Source: an optimization exercise on an open RTL-to-GDS flow (aim: a short achievable clock period and few clock cycles). Production flows keep margins and buffers that such runs may drop.
RTL that was checked went through simulation tests only; none was proved equivalent to the original.
No functional check of the RTL was part of run 1.

==> flow/design.v, too long to show whole: its modules and the start of the top module <==
// module fixed_divider: 178 lines
// module fixed_sqrt: 78 lines
// module mul16_cs: 516 lines
// module mul32_cs: 2108 lines
// module gram_accumulator: 186 lines
// module row_solver: 309 lines
// module chol_update_top: 36 lines
// module ks_add: 28 lines
module chol_update_top (
  input  logic                    clk,
  input  logic                    rst,
  input  logic                    start,
  input  chol_mem_pkg::em_idx_t   row_k,
  input  chol_types_pkg::sample_t u_sample,
  input  chol_types_pkg::sample_t vec_sample,
  input  logic                    sample_valid,
  input  logic                    rd_req,
  input  chol_mem_pkg::em_idx_t   rd_row,
  input  chol_mem_pkg::em_idx_t   rd_col,
  output logic                    band_req,
  output chol_mem_pkg::em_idx_t   band_col,
  output logic [$clog2(8)-1:0]      band_idx,
  output chol_types_pkg::word_t   rd_data,
  output logic                    rd_valid,
  output logic                    busy,
  output logic                    done
);
  // ...
==> flow/flow/run.sh <==
#!/bin/bash
set -euo pipefail
MARGIN=${SETUP_MARGIN_NS:-8.3}
bash standard.sh SETUP_SLACK_MARGIN=$MARGIN finish 2>&1 | tee standard_flow.log
==> flow/standard.sh <==
#!/bin/bash
# synth_recipe.tcl (not shown) runs the flow's synth.tcl, then flattens the netlist and writes it again
# the make line also repeats each setting of config.mk as NAME=value (left out here)
make -C /OpenROAD-flow-scripts/flow DESIGN_CONFIG=/design/flow/config.mk WORK_HOME=/design/flow/orfs CLKGATE_MAP_FILE= SYNTH_SCRIPT=/design/flow/synth_recipe.tcl "${@:-finish}"
==> flow/config.mk <==
export PLATFORM = sky130hd
export DESIGN_NAME = chol_update_top
export DESIGN_NICKNAME = chol_update_top
export VERILOG_FILES = /design/flow/design.v
export SDC_FILE = /design/flow/constraint.sdc
export NUM_CORES = 4
export LEC_CHECK = 0
export ABC_CLOCK_PERIOD_IN_PS = 3000
export CAP_MARGIN = 20
export CORE_MARGIN = 2
export CORE_UTILIZATION = 40
export SLEW_MARGIN = 20
==> flow/constraint.sdc <==
create_clock -name core_clock -period 12.0 [get_ports {clk}]
set_input_delay 2.4000 -clock core_clock [delete_from_list [all_inputs] [get_ports {clk}]]
set_output_delay 2.4000 -clock core_clock [all_outputs]
set_load 0.01 [all_outputs]
==> metrics.md, run 1 <==
| Metric | Value |
|---|---|
| Status | complete, no violations |
| Max Root-Sink Buffers | 4 |
| CP required | between 10 and 15 ns |
| Design Area, Final | between 200000 and 250000 µm² |
| Final hold slack | between 0.3 and 0.4 ns |
| # Max-Cap Violations | 0 |
| Non-Clock Inverter Count | 2082 |
| Slowest stage delay, CP | about 0.56 ns |
| Crit Path Class | flip-flop to flip-flop |
| Count leader, synth | inv_1 |
| Proportion of layout cells with a drive suffix above 1 | approximately 15% |
| Setup TNS | 0 ns |
| DIE HEIGHT | ~730 µm |
| Synth Cell Area | 210000 µm² |
| Non-CTS buffers | approximately 1100 |
| FF+latch count | between 3000 and 4000 |
| XOR/XNOR Fraction of Synth Area | under 10% |
| Met1 Usage GRT | 36.3% |
| Top Registers | u_solver.l_m (512), u_solver.u_div.dmr (203), u_solver.q_g (128) |
| Crit-path cells | ha_4 > inv_2 > fa_2 > buf_4 > buf_12 > a211oi_4 > o21a_1 > o31ai_2 > nand3_2 > a211oi_2 > nor2_2 > nor2_4 > buf_12 > a222oi_1 > o2111a_1 > o211ai_1 > a211oi_2 > a32oi_1 |
| CP endpoint | u_solver.u_div.rem[9]$_DFF_P_ |
| Levels on crit path | 18 |
| Yosys warnings | 21 |
| Clock buf/inv share | under 10% |
==> module fixed_divider, before the edit <==
module fixed_divider (
  input  logic              clk,
  input  logic              rst,
  input  logic              go,
  input  logic [31:0]       a_p,
  input  logic [31:0]       a_n,
  input  logic              neg,
  input  logic [23:0]       d,
  input  logic [2:0]        c,
  output logic              busy,
  output logic              mag_v,
  output logic              done,
  output logic [31:0]       q
);
  logic [31:0]      ar;
  logic [31:0]      arp;
  logic [31:0]      arn;
  logic             negr;
  logic [2:0]       cr;
  logic [23:0]      dr;
  logic [27:0]      dmr [1:15];
  logic             align;
  logic             run;
  logic             fix;
  logic [3:0]       cnt;
  logic [23:0]      rem;
  logic [47:0]      xs;
  logic [7:0]  nzp;
  logic [7:0]  nzn;
  logic [3:0]  z4p;
  logic [3:0]  z4n;
  logic [3:0]  z4;
  logic [31:0] ash;
  logic [71:0] xw;
  logic [4:0]  skip;
  logic [3:0]  nd;
  assign ar = negr ? arn : arp;
  always_comb begin
    for (int i = 0; i < 8; i++) begin
      nzp[i] = |arp[4 * i +: 4];
      nzn[i] = |arn[4 * i +: 4];
    end
    z4p = 4'd8;
    z4n = 4'd8;
    for (int i = 0; i < 8; i++) begin
      if (nzp[i]) z4p = 4'(7 - i);
      if (nzn[i]) z4n = 4'(7 - i);
    end
    z4 = negr ? z4n : z4p;
    ash  = ar << (4 * z4);
    xw   = {24'd0, ash, 16'd0} << (4 * cr);
    skip = {1'b0, z4} + {2'b00, cr};
    nd   = (skip >= 5'd12) ? 4'd0 : 4'(5'd12 - skip);
  end
  logic [27:0] dmul [1:15];
  logic [27:0] r1;
  logic [27:0] m3, m5, m6, m7, m9, m10, m11, m12, m13, m14, m15;
  logic [27:0] s11, c11, s13, c13;
  logic [10:0] mco;
  assign r1  = {4'd0, dr};
  assign s11 = (r1 << 3) ^ (r1 << 1) ^ r1;
  assign c11 = (((r1 << 3) & (r1 << 1)) | ((r1 << 3) & r1) | ((r1 << 1) & r1)) << 1;
  assign s13 = (r1 << 3) ^ (r1 << 2) ^ r1;
  assign c13 = (((r1 << 3) & (r1 << 2)) | ((r1 << 3) & r1) | ((r1 << 2) & r1)) << 1;
  ks_add #(.W(28)) u_m3  (.a(r1 << 1), .b(r1),         .cin(1'b0), .sum(m3),  .cout(mco[0]));
  ks_add #(.W(28)) u_m5  (.a(r1 << 2), .b(r1),         .cin(1'b0), .sum(m5),  .cout(mco[1]));
  ks_add #(.W(28)) u_m6  (.a(r1 << 2), .b(r1 << 1),    .cin(1'b0), .sum(m6),  .cout(mco[2]));
  ks_add #(.W(28)) u_m7  (.a(r1 << 3), .b(~r1),        .cin(1'b1), .sum(m7),  .cout(mco[3]));
  ks_add #(.W(28)) u_m9  (.a(r1 << 3), .b(r1),         .cin(1'b0), .sum(m9),  .cout(mco[4]));
  ks_add #(.W(28)) u_m10 (.a(r1 << 3), .b(r1 << 1),    .cin(1'b0), .sum(m10), .cout(mco[5]));
  ks_add #(.W(28)) u_m11 (.a(s11),     .b(c11),        .cin(1'b0), .sum(m11), .cout(mco[6]));
  ks_add #(.W(28)) u_m12 (.a(r1 << 3), .b(r1 << 2),    .cin(1'b0), .sum(m12), .cout(mco[7]));
  ks_add #(.W(28)) u_m13 (.a(s13),     .b(c13),        .cin(1'b0), .sum(m13), .cout(mco[8]));
  ks_add #(.W(28)) u_m14 (.a(r1 << 4), .b(~(r1 << 1)), .cin(1'b1), .sum(m14), .cout(mco[9]));
  ks_add #(.W(28)) u_m15 (.a(r1 << 4), .b(~r1),        .cin(1'b1), .sum(m15), .cout(mco[10]));
  always_comb begin
    dmul[1]  = r1;
    dmul[2]  = r1 << 1;
    dmul[3]  = m3;
    dmul[4]  = r1 << 2;
    dmul[5]  = m5;
    dmul[6]  = m6;
    dmul[7]  = m7;
    dmul[8]  = r1 << 3;
    dmul[9]  = m9;
    dmul[10] = m10;
    dmul[11] = m11;
    dmul[12] = m12;
    dmul[13] = m13;
    dmul[14] = m14;
    dmul[15] = m15;
  end
  logic [27:0] t;
  logic [28:0] tm [16];
  logic [15:0] ge;
  logic [15:0] sel;
  logic [23:0] rem_n;
  logic [3:0]  dig;
  assign t = {rem, xs[47:44]};
  logic [15:1][28:0] tk;
  logic [15:1]       tco;
  for (genvar m = 1; m < 16; m++) begin : g_trial
    ks_add #(.W(29)) u_sub (.a({1'b0, t}), .b(~{1'b0, dmr[m]}), .cin(1'b1), .sum(tk[m]), .cout(tco[m]));
  end
  always_comb begin
    tm[0] = {1'b0, t};
    ge[0] = 1'b1;
    for (int m = 1; m < 16; m++) begin
      tm[m] = tk[m];
      ge[m] = !tm[m][28];
    end
    for (int m = 0; m < 16; m++) sel[m] = ge[m] && ((m == 15) ? 1'b1 : !ge[(m + 1) % 16]);
    rem_n = '0;
    dig   = '0;
    for (int m = 0; m < 16; m++) begin
      rem_n = rem_n | ({24{sel[m]}} & tm[m][23:0]);
      dig   = dig | ({4{sel[m]}} & 4'(m));
    end
  end
  assign mag_v = fix;
  logic [31:0] q_neg;
  logic        qco;
  ks_add #(.W(32)) u_qneg (.a(~q), .b(32'd0), .cin(1'b1), .sum(q_neg), .cout(qco));
  always_ff @(posedge clk) begin
    if (rst) begin
      busy  <= 1'b0;
      done  <= 1'b0;
      align <= 1'b0;
      run   <= 1'b0;
      fix   <= 1'b0;
      cnt   <= '0;
    end else begin
      done  <= fix;
      align <= go;
      fix   <= 1'b0;
      if (go) busy <= 1'b1;
      if (align) begin
        if (nd == 4'd0) begin
          fix <= 1'b1;
        end else begin
          run <= 1'b1;
          cnt <= nd - 4'd1;
        end
      end
      if (run) begin
        cnt <= cnt - 4'd1;
        if (cnt == 4'd0) begin
          run <= 1'b0;
          fix <= 1'b1;
        end
      end
      if (fix) busy <= 1'b0;
    end
  end
  always_ff @(posedge clk) begin
    rem <= align ? xw[71:48] : rem_n;
    xs  <= align ? xw[47:0] : {xs[43:0], 4'd0};
  end
  always_ff @(posedge clk) begin
    arp <= a_p;
    arn <= a_n;
    cr  <= c;
    dr  <= d;
  end
  always_ff @(posedge clk) begin
    if (go) begin
      negr <= neg;
    end
    if (align) begin
      for (int m = 1; m < 16; m++) dmr[m] <= dmul[m];
      q   <= '0;
    end else if (run) begin
      q   <= {q[27:0], dig};
    end else if (fix) begin
      q <= negr ? q_neg : q;
    end
  end
endmodule
==> module row_solver, before the edit <==
module row_solver #(
  parameter int QDEPTH = 4
) (
  input  logic        clk,
  input  logic        rst,
  input  logic        run_accept,
  input  logic [1:0]  run_row,
  input  logic        g_push,
  input  logic [1:0]  g_k,
  input  logic [1:0]  g_j,
  input  logic [31:0] g_val,
  output logic        g_pop,
  input  logic        rd_req,
  input  logic [1:0]  rd_row,
  input  logic [1:0]  rd_col,
  output logic [31:0] rd_data,
  output logic        rd_valid
);
  logic [QDEPTH-1:0][31:0] q_g;
  logic [QDEPTH-1:0][1:0]  q_k;
  logic [QDEPTH-1:0][1:0]  q_j;
  logic [2:0]              q_n;
  logic [2:0]              q_wr;
  logic [31:0]             h_g;
  logic [1:0]              h_k;
  logic [1:0]              h_j;
  logic                    h_v;
  assign h_g  = q_g[0];
  assign h_k  = q_k[0];
  assign h_j  = q_j[0];
  assign h_v  = (q_n != 3'd0);
  assign q_wr = q_n - {2'd0, g_pop};
  always_ff @(posedge clk) begin
    for (int i = 0; i < QDEPTH; i++) begin
      if (g_pop && i + 1 < QDEPTH) begin
        q_g[i] <= q_g[(i + 1) % QDEPTH];
        q_k[i] <= q_k[(i + 1) % QDEPTH];
        q_j[i] <= q_j[(i + 1) % QDEPTH];
      end
      if (g_push && q_wr == 3'(i)) begin
        q_g[i] <= g_val;
        q_k[i] <= g_k;
        q_j[i] <= g_j;
      end
    end
    if (rst) q_n <= '0;
    else q_n <= q_n + {2'd0, g_push} - {2'd0, g_pop};
  end
  logic [31:0] l_m [4][4];   
  logic [2:0]  diag_ok;
  logic        div_go;
  logic        div_busy;
  logic        div_done;
  logic [31:0] div_q;
  logic        div_neg;
  logic [23:0]      div_d;
  logic [2:0]       div_c;
  logic             div_mag_v;
  logic             slow_r;
  logic             issue;
  logic        sq_go;
  logic        sq_busy;
  logic        sq_done;
  logic [31:0] sq_rad;
  logic [23:0] sq_root;
  logic [1:0]  sq_row_in;
  logic [1:0]  sq_row;
  logic        waitq;      
  logic [1:0]  cur_k;
  logic [1:0]  cur_j;
  logic        mbusy;      
  logic [1:0]  mv;         
  logic [1:0]  mj [2];
  logic [1:0]  mk [2];
  logic [31:0] oa1;
  logic [31:0] oa2;
  logic [32:0] ma1;
  logic [32:0] ma2;
  logic [31:0] accs [4];   
  logic [31:0] accc [4];   
  logic [31:0] diff;
  logic [31:0] ndiff;
  logic        h_ready;
  logic        h_div;
  assign h_div = (h_j != h_k);
  logic        p_div;
  logic        p_sq;
  logic [31:0] p_g;
  logic [31:0] p_as;
  logic [31:0] p_ac;
  logic [23:0] p_d;
  logic [2:0]  p_c;
  logic        al_div;
  logic        sgn;
  logic [32:0] noa1;
  logic [32:0] noa2;
  logic [31:0] du;
  logic [31:0] dv;
  logic [31:0] nu;
  logic [31:0] nv;
  assign du    = p_g ^ ~p_as ^ ~p_ac;
  assign dv    = (p_g & ~p_as) | (p_g & ~p_ac) | (~p_as & ~p_ac);
  logic        dco;
  logic        nco;
  ks_add #(.W(32)) u_dadd (.a(du), .b({dv[30:0], 1'b1}), .cin(1'b1), .sum(diff), .cout(dco));   
  assign nu    = p_as ^ p_ac ^ ~p_g;
  assign nv    = (p_as & p_ac) | (p_as & ~p_g) | (p_ac & ~p_g);
  ks_add #(.W(32)) u_nadd (.a(nu), .b({nv[30:0], 1'b0}), .cin(1'b1), .sum(ndiff), .cout(nco));   
  always_comb begin
    h_ready = 1'b0;
    if (h_v && !waitq && (!mbusy || mv[1])) begin
      if (h_div) h_ready = diag_ok[h_j] && !div_busy;
      else       h_ready = !sq_busy && !sq_go && !p_sq;
    end
  end
  assign g_pop     = h_ready;
  assign div_go    = p_div;
  assign div_neg   = diff[31];
  assign div_d     = l_m[h_j][h_j][23:0];
  always_comb begin
    logic [4:0]  blen;
    blen = '0;
    for (int i = 0; i < 24; i++) if (div_d[i]) blen = 5'(i + 1);
    div_c = (blen == 5'd0) ? 3'd0 : 3'((blen - 5'd1) >> 2);
  end
  always_ff @(posedge clk) begin
    if (rst) begin
      waitq  <= 1'b0;
      sq_go  <= 1'b0;
      p_div  <= 1'b0;
      p_sq   <= 1'b0;
      al_div <= 1'b0;
      mv     <= '0;
      mbusy  <= 1'b0;
      slow_r <= 1'b0;
    end else begin
      p_div  <= h_ready && h_div;
      p_sq   <= h_ready && !h_div;
      al_div <= p_div;
      sq_go  <= p_sq;
      if (h_ready && h_div) waitq <= 1'b1;
      else if (issue) waitq <= 1'b0;
      mv <= {mv[0], issue};   
      if (div_mag_v) slow_r <= div_q[31];
      if (issue) mbusy <= 1'b1;
      else if (mv[1]) mbusy <= 1'b0;
    end
  end
  always_ff @(posedge clk) begin
    if (h_ready) begin
      cur_k <= h_k;
      cur_j <= h_j;
    end
    p_g  <= h_g;
    p_as <= accs_n[h_j];
    p_ac <= accc_n[h_j];
    p_d  <= div_d;
    p_c  <= div_c;
    if (h_ready && !h_div) sq_row_in <= h_k;
    sq_rad <= diff;   
    if (h_ready && h_div) begin
      oa1 <= l_m[(h_j + 2'd1) & 2'd3][h_j];
      oa2 <= l_m[(h_j + 2'd2) & 2'd3][h_j];
    end
    if (p_div) begin
      sgn  <= diff[31];
      noa1 <= -{oa1[31], oa1};
      noa2 <= -{oa2[31], oa2};
    end
    if (al_div) begin
      ma1 <= sgn ? noa1 : {oa1[31], oa1};
      ma2 <= sgn ? noa2 : {oa2[31], oa2};
    end else if (div_mag_v && div_q[31]) begin
      ma1 <= {oa1[31], oa1};
      ma2 <= {oa2[31], oa2};
    end
    mj[0] <= cur_j;
    mk[0] <= cur_k;
    mj[1] <= mj[0];
    mk[1] <= mk[0];
  end
  logic [47:0] x1_s, x1_c, x2_s, x2_c, sq_s, sq_c;
  assign issue = (div_mag_v && !div_q[31]) || (div_done && slow_r);
  mul32_cs u_x1 (.clk, .a(ma1), .b(div_q), .s(x1_s), .c(x1_c));
  mul32_cs u_x2 (.clk, .a(ma2), .b(div_q), .s(x2_s), .c(x2_c));
  mul32_cs u_sq (.clk, .a({div_q[31], div_q}), .b(div_q), .s(sq_s), .c(sq_c));
  logic [31:0] accs_n [4];
  logic [31:0] accc_n [4];
  always_comb begin
    accs_n[0] = '0;
    accc_n[0] = '0;
    for (int t = 1; t < 4; t++) begin
      logic [47:0] ps;
      logic [47:0] pc;
      logic [16:0] lo;
      logic [31:0] x1;
      logic [31:0] y1;
      logic [31:0] y1s;
      logic [31:0] x2;
      logic [31:0] y2;
      ps = '0;
      pc = '0;
      if (t == mk[1]) begin
        ps = sq_s; pc = sq_c;
      end else if (t == mj[1] + 2'd1) begin
        ps = x1_s; pc = x1_c;
      end else if (t == mj[1] + 2'd2) begin
        ps = x2_s; pc = x2_c;
      end
      lo  = {1'b0, ps[15:0]} + {1'b0, pc[15:0]};
      x1  = accs[t] ^ accc[t] ^ ps[47:16];
      y1  = (accs[t] & accc[t]) | (accs[t] & ps[47:16]) | (accc[t] & ps[47:16]);
      y1s = {y1[30:0], 1'b0};
      x2  = x1 ^ y1s ^ pc[47:16];
      y2  = (x1 & y1s) | (x1 & pc[47:16]) | (y1s & pc[47:16]);
      if (mv[1] && 2'(t) > mj[1] && 2'(t) <= mk[1]) begin
        accs_n[t] = x2;
        accc_n[t] = {y2[30:0], lo[16]};
      end else begin
        accs_n[t] = accs[t];
        accc_n[t] = accc[t];
      end
    end
  end
  always_ff @(posedge clk) begin
    if (rst) begin
      for (int t = 0; t < 4; t++) begin
        accs[t] <= '0;
        accc[t] <= '0;
      end
    end else begin
      for (int t = 0; t < 4; t++) begin
        if (h_ready && h_j == 2'(t)) begin
          accs[t] <= '0;
          accc[t] <= '0;
        end else begin
          accs[t] <= accs_n[t];
          accc[t] <= accc_n[t];
        end
      end
    end
  end
  fixed_divider u_div (
    .clk, .rst, .go(div_go), .a_p(diff), .a_n(ndiff), .neg(div_neg), .d(p_d), .c(p_c),
    .busy(div_busy), .mag_v(div_mag_v), .done(div_done), .q(div_q)
  );
  fixed_sqrt u_sqrt (
    .clk, .rst, .go(sq_go), .rad(sq_rad), .row_in(sq_row_in),
    .busy(sq_busy), .done(sq_done), .root(sq_root), .row(sq_row)
  );
  always_ff @(posedge clk) begin
    if (div_done) l_m[cur_k][cur_j] <= div_q;
    if (sq_done) begin
      l_m[sq_row][sq_row] <= {8'd0, sq_root};
    end
  end
  always_ff @(posedge clk) begin
    if (rst) begin
      diag_ok <= '0;
    end else begin
      if (sq_done && sq_row != 2'd3) diag_ok[sq_row] <= 1'b1;
      if (h_ready && !h_div && h_k != 2'd3) diag_ok[h_k] <= 1'b0;   
    end
  end
  logic [2:0] ep_cnt [4][4];   
  logic [3:0] ep_nz [4];
  always_ff @(posedge clk) begin
    if (rst) begin
      for (int r = 0; r < 4; r++) begin
        for (int c = 0; c < 4; c++) ep_cnt[r][c] <= '0;
        ep_nz[r] <= '0;
      end
    end else begin
      for (int r = 0; r < 4; r++) begin
        for (int c = 0; c <= r; c++) begin
          logic [2:0] n;
          n = ep_cnt[r][c] + ((run_accept && run_row == 2'(r)) ? 3'd1 : 3'd0)
                           - ((div_done && cur_k == 2'(r) && cur_j == 2'(c)) ? 3'd1 : 3'd0)
                           - ((sq_done && sq_row == 2'(r) && c == r) ? 3'd1 : 3'd0);
          ep_cnt[r][c] <= n;
          ep_nz[r][c]  <= (n != 3'd0);
        end
      end
    end
  end
  logic [15:0][31:0] sym;
  logic [15:0]       sym_wait;
  logic              rd_vi;
  logic              rd_ok;
  always_comb begin
    for (int r = 0; r < 4; r++) begin
      for (int c = 0; c < 4; c++) begin
        sym[r * 4 + c]      = (r >= c) ? l_m[r][c] : l_m[c][r];
        sym_wait[r * 4 + c] = (r >= c) ? ep_nz[r][c] : ep_nz[c][r];
      end
    end
  end
  assign rd_ok = rd_req && !rd_vi && !sym_wait[{rd_row, rd_col}];
  always_ff @(posedge clk) begin
    if (rst) begin
      rd_valid <= 1'b0;
      rd_vi    <= 1'b0;
    end else begin
      rd_valid <= rd_req && !rd_valid && !sym_wait[{rd_row, rd_col}];   
      rd_vi    <= rd_ok;
    end
    rd_data <= sym[{rd_row, rd_col}];
  end
endmodule
==> inputs of run 2 (changes only) <==
--- a/flow/design.v
+++ b/flow/design.v
@@ -40,3 +40,2 @@
 );
-  logic [31:0]      ar;
   logic [31:0]      arp;
@@ -45,4 +44,5 @@
   logic [2:0]       cr;
+  logic [4:0]       cm;
   logic [23:0]      dr;
-  logic [27:0]      dmr [1:15];
+  logic [26:0]      dmr [1:7];
   logic             align;
@@ -50,81 +50,78 @@
   logic             fix;
-  logic [3:0]       cnt;
+  logic [4:0]       cnt;
   logic [23:0]      rem;
   logic [47:0]      xs;
-  logic [7:0]  nzp;
-  logic [7:0]  nzn;
-  logic [3:0]  z4p;
-  logic [3:0]  z4n;
-  logic [3:0]  z4;
-  logic [31:0] ash;
+  logic [47:0] xp;
+  logic [47:0] xn;
+  logic [15:0] nzp;
+  logic [15:0] nzn;
+  logic [4:0]  zdp;
+  logic [4:0]  zdn;
+  logic [4:0]  zd;
+  logic [71:0] xcp;
+  logic [71:0] xcn;
+  logic [71:0] xc;
   logic [71:0] xw;
-  logic [4:0]  skip;
-  logic [3:0]  nd;
-  assign ar = negr ? arn : arp;
+  logic [5:0]  cnt6;
+  logic [15:0] ldp;
+  logic [15:0] ldn;
+  logic [15:0] ld;
   always_comb begin
-    for (int i = 0; i < 8; i++) begin
-      nzp[i] = |arp[4 * i +: 4];
-      nzn[i] = |arn[4 * i +: 4];
+    xp = {arp, 16'd0};
+    xn = {arn, 16'd0};
+    for (int i = 0; i < 16; i++) begin
+      nzp[i] = |xp[3 * i +: 3];
+      nzn[i] = |xn[3 * i +: 3];
     end
-    z4p = 4'd8;
-    z4n = 4'd8;
-    for (int i = 0; i < 8; i++) begin
-      if (nzp[i]) z4p = 4'(7 - i);
-      if (nzn[i]) z4n = 4'(7 - i);
+    zdp = 5'd16;
+    zdn = 5'd16;
+    for (int i = 0; i < 16; i++) begin
+      if (nzp[i]) zdp = 5'(15 - i);
+      if (nzn[i]) zdn = 5'(15 - i);
     end
-    z4 = negr ? z4n : z4p;
-    ash  = ar << (4 * z4);
-    xw   = {24'd0, ash, 16'd0} << (4 * cr);
-    skip = {1'b0, z4} + {2'b00, cr};
-    nd   = (skip >= 5'd12) ? 4'd0 : 4'(5'd12 - skip);
+    for (int i = 0; i < 16; i++) begin
+      ldp[i] = nzp[i] && ((i == 15) ? 1'b1 : (nzp >> (i + 1)) == 16'd0);
+      ldn[i] = nzn[i] && ((i == 15) ? 1'b1 : (nzn >> (i + 1)) == 16'd0);
+    end
+    zd   = negr ? zdn : zdp;
+    ld   = negr ? ldn : ldp;
+    xcp  = {24'd0, xp} << (3 * cr);
+    xcn  = {24'd0, xn} << (3 * cr);
+    xc   = negr ? xcn : xcp;
+    xw   = '0;
+    for (int i = 0; i < 16; i++) xw = xw | ({72{ld[i]}} & (xc << (3 * (15 - i))));
+    cnt6 = {1'b0, cm} - {1'b0, zd};   
   end
-  logic [27:0] dmul [1:15];
-  logic [27:0] r1;
-  logic [27:0] m3, m5, m6, m7, m9, m10, m11, m12, m13, m14, m15;
-  logic [27:0] s11, c11, s13, c13;
-  logic [10:0] mco;
-  assign r1  = {4'd0, dr};
-  assign s11 = (r1 << 3) ^ (r1 << 1) ^ r1;
-  assign c11 = (((r1 << 3) & (r1 << 1)) | ((r1 << 3) & r1) | ((r1 << 1) & r1)) << 1;
-  assign s13 = (r1 << 3) ^ (r1 << 2) ^ r1;
-  assign c13 = (((r1 << 3) & (r1 << 2)) | ((r1 << 3) & r1) | ((r1 << 2) & r1)) << 1;
-  ks_add #(.W(28)) u_m3  (.a(r1 << 1), .b(r1),         .cin(1'b0), .sum(m3),  .cout(mco[0]));
-  ks_add #(.W(28)) u_m5  (.a(r1 << 2), .b(r1),         .cin(1'b0), .sum(m5),  .cout(mco[1]));
-  ks_add #(.W(28)) u_m6  (.a(r1 << 2), .b(r1 << 1),    .cin(1'b0), .sum(m6),  .cout(mco[2]));
-  ks_add #(.W(28)) u_m7  (.a(r1 << 3), .b(~r1),        .cin(1'b1), .sum(m7),  .cout(mco[3]));
-  ks_add #(.W(28)) u_m9  (.a(r1 << 3), .b(r1),         .cin(1'b0), .sum(m9),  .cout(mco[4]));
-  ks_add #(.W(28)) u_m10 (.a(r1 << 3), .b(r1 << 1),    .cin(1'b0), .sum(m10), .cout(mco[5]));
-  ks_add #(.W(28)) u_m11 (.a(s11),     .b(c11),        .cin(1'b0), .sum(m11), .cout(mco[6]));
-  ks_add #(.W(28)) u_m12 (.a(r1 << 3), .b(r1 << 2),    .cin(1'b0), .sum(m12), .cout(mco[7]));
-  ks_add #(.W(28)) u_m13 (.a(s13),     .b(c13),        .cin(1'b0), .sum(m13), .cout(mco[8]));
-  ks_add #(.W(28)) u_m14 (.a(r1 << 4), .b(~(r1 << 1)), .cin(1'b1), .sum(m14), .cout(mco[9]));
-  ks_add #(.W(28)) u_m15 (.a(r1 << 4), .b(~r1),        .cin(1'b1), .sum(m15), .cout(mco[10]));
+  logic [26:0] dmul [1:7];
+  logic [26:0] r1;
+  logic [26:0] m3;
+  logic [26:0] m5;
+  logic [26:0] m6;
+  logic [26:0] m7;
+  logic [4:0]  mco;
+  assign r1 = {3'd0, dr};
+  ks_add #(.W(27)) u_m3 (.a(r1 << 1), .b(r1),        .cin(1'b0), .sum(m3), .cout(mco[0]));
+  ks_add #(.W(27)) u_m5 (.a(r1 << 2), .b(r1),        .cin(1'b0), .sum(m5), .cout(mco[1]));
+  ks_add #(.W(27)) u_m6 (.a(r1 << 2), .b(r1 << 1),   .cin(1'b0), .sum(m6), .cout(mco[2]));
+  ks_add #(.W(27)) u_m7 (.a(r1 << 3), .b(~r1),       .cin(1'b1), .sum(m7), .cout(mco[3]));
   always_comb begin
-    dmul[1]  = r1;
-    dmul[2]  = r1 << 1;
-    dmul[3]  = m3;
-    dmul[4]  = r1 << 2;
-    dmul[5]  = m5;
-    dmul[6]  = m6;
-    dmul[7]  = m7;
-    dmul[8]  = r1 << 3;
-    dmul[9]  = m9;
-    dmul[10] = m10;
-    dmul[11] = m11;
-    dmul[12] = m12;
-    dmul[13] = m13;
-    dmul[14] = m14;
-    dmul[15] = m15;
+    dmul[1] = r1;
+    dmul[2] = r1 << 1;
+    dmul[3] = m3;
+    dmul[4] = r1 << 2;
+    dmul[5] = m5;
+    dmul[6] = m6;
+    dmul[7] = m7;
   end
-  logic [27:0] t;
-  logic [28:0] tm [16];
-  logic [15:0] ge;
-  logic [15:0] sel;
+  logic [26:0] t;
+  logic [27:0] tm [8];
+  logic [7:0]  ge;
+  logic [7:0]  sel;
   logic [23:0] rem_n;
-  logic [3:0]  dig;
-  assign t = {rem, xs[47:44]};
-  logic [15:1][28:0] tk;
-  logic [15:1]       tco;
-  for (genvar m = 1; m < 16; m++) begin : g_trial
-    ks_add #(.W(29)) u_sub (.a({1'b0, t}), .b(~{1'b0, dmr[m]}), .cin(1'b1), .sum(tk[m]), .cout(tco[m]));
+  logic [2:0]  dig;
+  assign t = {rem, xs[47:45]};
+  logic [7:1][27:0] tk;
+  logic [7:1]       tco;
+  for (genvar m = 1; m < 8; m++) begin : g_trial
+    ks_add #(.W(28)) u_sub (.a({1'b0, t}), .b(~{1'b0, dmr[m]}), .cin(1'b1), .sum(tk[m]), .cout(tco[m]));
   end
@@ -133,12 +130,12 @@
     ge[0] = 1'b1;
-    for (int m = 1; m < 16; m++) begin
+    for (int m = 1; m < 8; m++) begin
       tm[m] = tk[m];
-      ge[m] = !tm[m][28];
+      ge[m] = !tm[m][27];
     end
-    for (int m = 0; m < 16; m++) sel[m] = ge[m] && ((m == 15) ? 1'b1 : !ge[(m + 1) % 16]);
+    for (int m = 0; m < 8; m++) sel[m] = ge[m] && ((m == 7) ? 1'b1 : !ge[(m + 1) % 8]);
     rem_n = '0;
     dig   = '0;
-    for (int m = 0; m < 16; m++) begin
+    for (int m = 0; m < 8; m++) begin
       rem_n = rem_n | ({24{sel[m]}} & tm[m][23:0]);
-      dig   = dig | ({4{sel[m]}} & 4'(m));
+      dig   = dig | ({3{sel[m]}} & 3'(m));
     end
@@ -147,4 +144,3 @@
   logic [31:0] q_neg;
-  logic        qco;
-  ks_add #(.W(32)) u_qneg (.a(~q), .b(32'd0), .cin(1'b1), .sum(q_neg), .cout(qco));
+  ks_add #(.W(32)) u_qneg (.a(~q), .b(32'd0), .cin(1'b1), .sum(q_neg), .cout(mco[4]));
   always_ff @(posedge clk) begin
@@ -163,3 +159,3 @@
       if (align) begin
-        if (nd == 4'd0) begin
+        if (cnt6[5]) begin
           fix <= 1'b1;
@@ -167,3 +163,3 @@
           run <= 1'b1;
-          cnt <= nd - 4'd1;
+          cnt <= cnt6[4:0];
         end
@@ -171,4 +167,4 @@
       if (run) begin
-        cnt <= cnt - 4'd1;
-        if (cnt == 4'd0) begin
+        cnt <= cnt - 5'd1;
+        if (cnt == 5'd0) begin
           run <= 1'b0;
@@ -182,3 +178,3 @@
     rem <= align ? xw[71:48] : rem_n;
-    xs  <= align ? xw[47:0] : {xs[43:0], 4'd0};
+    xs  <= align ? xw[47:0] : {xs[44:0], 3'd0};
   end
@@ -188,2 +184,3 @@
     cr  <= c;
+    cm  <= 5'd15 - {2'b00, c};
     dr  <= d;
@@ -195,6 +192,6 @@
     if (align) begin
-      for (int m = 1; m < 16; m++) dmr[m] <= dmul[m];
+      for (int m = 1; m < 8; m++) dmr[m] <= dmul[m];
       q   <= '0;
     end else if (run) begin
-      q   <= {q[27:0], dig};
+      q   <= {q[28:0], dig};
     end else if (fix) begin
@@ -3223,6 +3220,7 @@
   always_comb begin
-    logic [4:0]  blen;
-    blen = '0;
-    for (int i = 0; i < 24; i++) if (div_d[i]) blen = 5'(i + 1);
-    div_c = (blen == 5'd0) ? 3'd0 : 3'((blen - 5'd1) >> 2);
+    logic [7:1] th;
+    for (int i = 1; i < 8; i++) th[i] = |(div_d >> (3 * i));
+    div_c[2] = th[4];
+    div_c[1] = th[6] | (th[2] & !th[4]);
+    div_c[0] = th[7] | (th[5] & !th[6]) | (th[3] & !th[4]) | (th[1] & !th[2]);
   end
==> run 2 against run 1 <==
Sequential share of layout area is 0.96 points higher. Critical path type is now flip-flop to primary output. Core utilization decreased by 0.37 points. Cell count is 8.0% lower. Synthesized area is 6.4% lower. Final area is 7.3% lower. Via count down 6.5%.
==> metrics.md, run 2 <==
| Metric | Value |
|---|---|
| CTS H-tree lvls | 5 |
| Yosys top cell area share | approximately a fifth |
| Worst Path Max Fanout | 1 |
| Final wirelength | about 750 mm |
| Final period utilization | 33.6% |
| Num CTS Buffers | 341 |
| Placed inst area | about 200000 µm² |
| GRT overflow | 0 |
| Top Family by Delay on Critical Path | flip-flops |
| Max stage delay cell, worst path | dfxtp_4 |
| Dominant synthesized flop cell | dfxtp_1 |
| CP required | 9.60 ns (-3.24 ns) |
| Die width | between 700 and 800 µm |
| Top Registers | u_solver.l_m (512), u_solver.q_g (128), u_solver.u_div.dmr (99) |
| CTS tree | done |
| Critical path origin | u_solver.rd_data[0]$_DFF_P_ |
| Post-Syn Instances | roughly 19000 |
| Synth area leaders | dfxtp_1 (20%), fa_1 (15%), edfxtp_1 (14%) |
| DRC | 0 |
| Initial core utilization | 40.1% |
| Area leader, netlist | dfxtp_1 |
| Levels on crit path | 1 (-17) |
| Proportion of layout cells with a drive suffix above 1 | 14.6% (-0.63 points) |
| Min-Delay Path Class | flip-flop to flip-flop |
| Nets@finish | approximately 21000 |
| Non-filler cells, final | approximately 26000 |
| Reg-to-Reg End | u_solver.u_div.rem[20]$_DFF_P_ |
| Clock-pin slew on the worst setup and hold paths | 0.06 ns |
| GRT Util Overall | between 20% and 30% |
| # IOs | between 80 and 90 |
| TritonRoute pass-1 iters | 10 |
| Placed cells | 24700 |
| Count leader, synth | dfxtp_1 |
| Most frequent cells in the layout | dfxtp_1 (1859), inv_1 (1847), xnor2_1 (1755) |
| # Max-Cap Violations | 0 (unchanged) |
| DIE AREA | slightly below 500000 µm² |
| 1st-iter DRT viols | 20700 |
| Hold Crit Start | u_solver.p_d[3]$_DFF_P_ |
| Max-slew headroom | a little under a fifth |
| Final Critical Period | approximately 4.0 ns |
| Commonest non-fill, non-tap cell in the layout | dfxtp_1 |
| Syn_nets | ~22000 |
| Clock sink total | 2930 |
| CTS root buf | clkbuf_16 |
| CP endpoint | rd_data[0] |
| Critical path capture point type | primary output |
| Sequential-to-total area share from yosys stat | approximately 35% |
| Post-synth EDFFs | roughly 930 |
| Worst clock skew | ~0.10 ns |
| Detailed Place HPWL | 472 mm |
| Yosys reg bits | approximately 2900 |
| Fillcell total | ~45000 |
| Global-route wire length before repair | between 1000 and 1500 mm |
| Antenna-violating nets left | 0 |
| Slowest stage delay, CP | 0.44 ns (-0.12 ns) |
| Synth Cell Area | 196000 µm² (-6.4%) |
| Vias | roughly 160k |
| Worst-Skew Late Latency | 1.05 ns |
| R2r worst-path depth | 14 |
| Initial antenna violation count | 63 |
| Layout area overhead | 14.8% |
| Hold Vio Cnt, Final | 0 |
| Async set-reset flop share out of synthesis | 0% |
| Port Buffers | 83 |
| Largest Register | u_solver.l_m |
| Max Root-Sink Buffers | 4 (unchanged) |
| Status | complete, no violations |
| Vias/cell | between 6 and 7 |
| Worst reg2reg path startpoint | u_solver.u_div.cr[1]$_DFF_P_ |
| Max frequency | roughly 250 MHz |
| Largest net degree at the start of global routing | approximately 110 |
| Cell row count | around 260 |
| Register-to-register setup slack | between 8 and 9 ns |
| DIE HEIGHT | 704 µm (-3.3%) |
| Avg Cell Area, Syn | 10.2 µm² |
| Vias in the first global route | approximately 150k |
| Core Box Area | about 490000 µm² |
| Max reg flops | about 510 |
| Top post-synthesis cells by count | dfxtp_1 (1999), inv_1 (1896), xnor2_1 (1776) |
| Startpoint types | flip-flop |
| Yosys warnings | 21 (unchanged) |
| Cts-stage hold buffer count | 0 |
| Netlist cell types | 102 |
| Buf/Inv on CP | 1 |
| Setup TNS | 0 ns (unchanged) |
| Crit Path Class | flip-flop to primary output |
| Slew Viols, Final | 0 |
| Routed len/inst | 28.9 µm |
| Unrepaired setup endpoints after global routing | true |
| Crit-path cells | buf_6 |
| RePlAce Congestion | 0.908 |
| Worst Tran Pin Value | about 1.2 ns |
| Design Area, Final | 225000 µm² (-7.3%) |
| Setup violators final | 0 |
| Critical Path AT | 1.64 ns |
==> run 2: worst min-delay path by stage <==
stage | slack, ns | to | cells after the start
after global routing | 0.33 | u_solver.u_div.dr[3]$_DFF_P_ | 0
after CTS | 0.32 | u_gram.p_j[0]$_DFF_P_ | 0
after floorplan | 0.31 | u_gram.p_first$_DFF_P_ | 0
final | 0.32 | u_solver.u_div.dr[3]$_DFF_P_ | 0
after detailed placement | 0.31 | u_gram.p_j[0]$_DFF_P_ | 0
after global placement | 0.31 | u_solver.u_x1.r6_1128$_DFF_P_ | 0
==> run 2: per-stage QoR <==
step | hold slack (ns) | worst slack [ns] | util, %
floorplan | 0.310 | 7.94 | -
global placement | 0.310 | 6.09 | 41.6
detailed placement | 0.312 | 6.05 | 41.6
CTS | 0.321 | 7.93 | 45.3
global route | 0.325 | 7.93 | 46.0
finish | 0.320 | 7.96 | 46.0
==> run 2: routing by layer <==
layer / track usage [%] / vias up / part of all wire, %
met2: 42.5 / 10400 / 42
li1: - / 66500 / -
met5: 0.0865 / - / 0.053
met3: 8.58 / 2538 / 12
met4: 15.1 / 46 / 6.7
met1: 37.2 / 78100 / 39
==> run 2: what timing repair did <==
item | CTS | global route
gates cloned | 46 | 38
pin swaps | 139 | 132
setup buffers | 227 | 146
endpoints found under the setup margin | 1653 | 753
resized for setup | 1062 | 394
==> run 2: area by class of cell <==
class | count | area [µm²] | area share [%]
antenna | 34 | 85.1 | 0.0378
clock buffer | 471 | 9660 | 4.29
clock inverter | 154 | 1880 | 0.833
inverter | 1929 | 7470 | 3.31
multi-input combinational | 12900 | 119000 | 52.7
sequential | 2930 | 68300 | 30.3
tap | 6475 | 8100 | 3.60
timing repair buffer | 926 | 10900 | 4.86
==> run 2: logic make-up (layout without fill, tap and decap cells) <==
family                   after synthesis  count (layout)  synth area share [%]
adder cells (fa/ha/maj)             2246            2246                  20.0
XOR/XNOR                            1932            1932                  8.62
flip-flops                          2930            2930                  34.6
AND/OR/NAND/NOR                     3400            3418                  7.88
buffers and inverters               3494            3480                  6.73
multiplexers                        1026            1026                  7.18
AO/OA/AOI/OAI                       4288            4291                  15.0
other                                  0              34                     0
Testbench counts of run 2, summed over its fixed seeds: cycles 5,573.

==> re-timing with driven ports <==
The flow's constraints put no driver on any port. The routed layouts listed below were extracted and timed again, unchanged, in two steps.
Step 1 (the two cells are an assumption about what drives the block):
set clk [get_ports {clk}]
set_driving_cell -lib_cell sky130_fd_sc_hd__clkbuf_16 $clk
set_driving_cell -lib_cell sky130_fd_sc_hd__buf_2 [delete_from_list [all_inputs] $clk]
Step 2 times the ports against the registers' clock, not the clock port: input delays grow and output delays shrink by t, the midpoint of the rising clock arrivals with the driver on.
Slacks: no drivers / after step 1 / after step 2; pairs: no drivers / after step 1.
| run | t (ns) | setup slack, ns | worst setup path at the end | clock arrival spread, ns | slew at the worst register clock pin (ns) |
|---|---|---|---|---|---|
| run 1 | 1.119 | 7.739 / 7.739 / 7.326 | input to register | 0.083 / 0.083 | 0.08 / 0.08 |
| run 2 | 1.126 | 7.963 / 7.833 / 7.289 | input to register | 0.111 / 0.112 | 0.07 / 0.07 |
After both steps setup and hold are still met in every run listed. For run 2, which loses most, drivers alone change the setup slack by -0.130 ns; drivers and shift together by -0.674 ns.
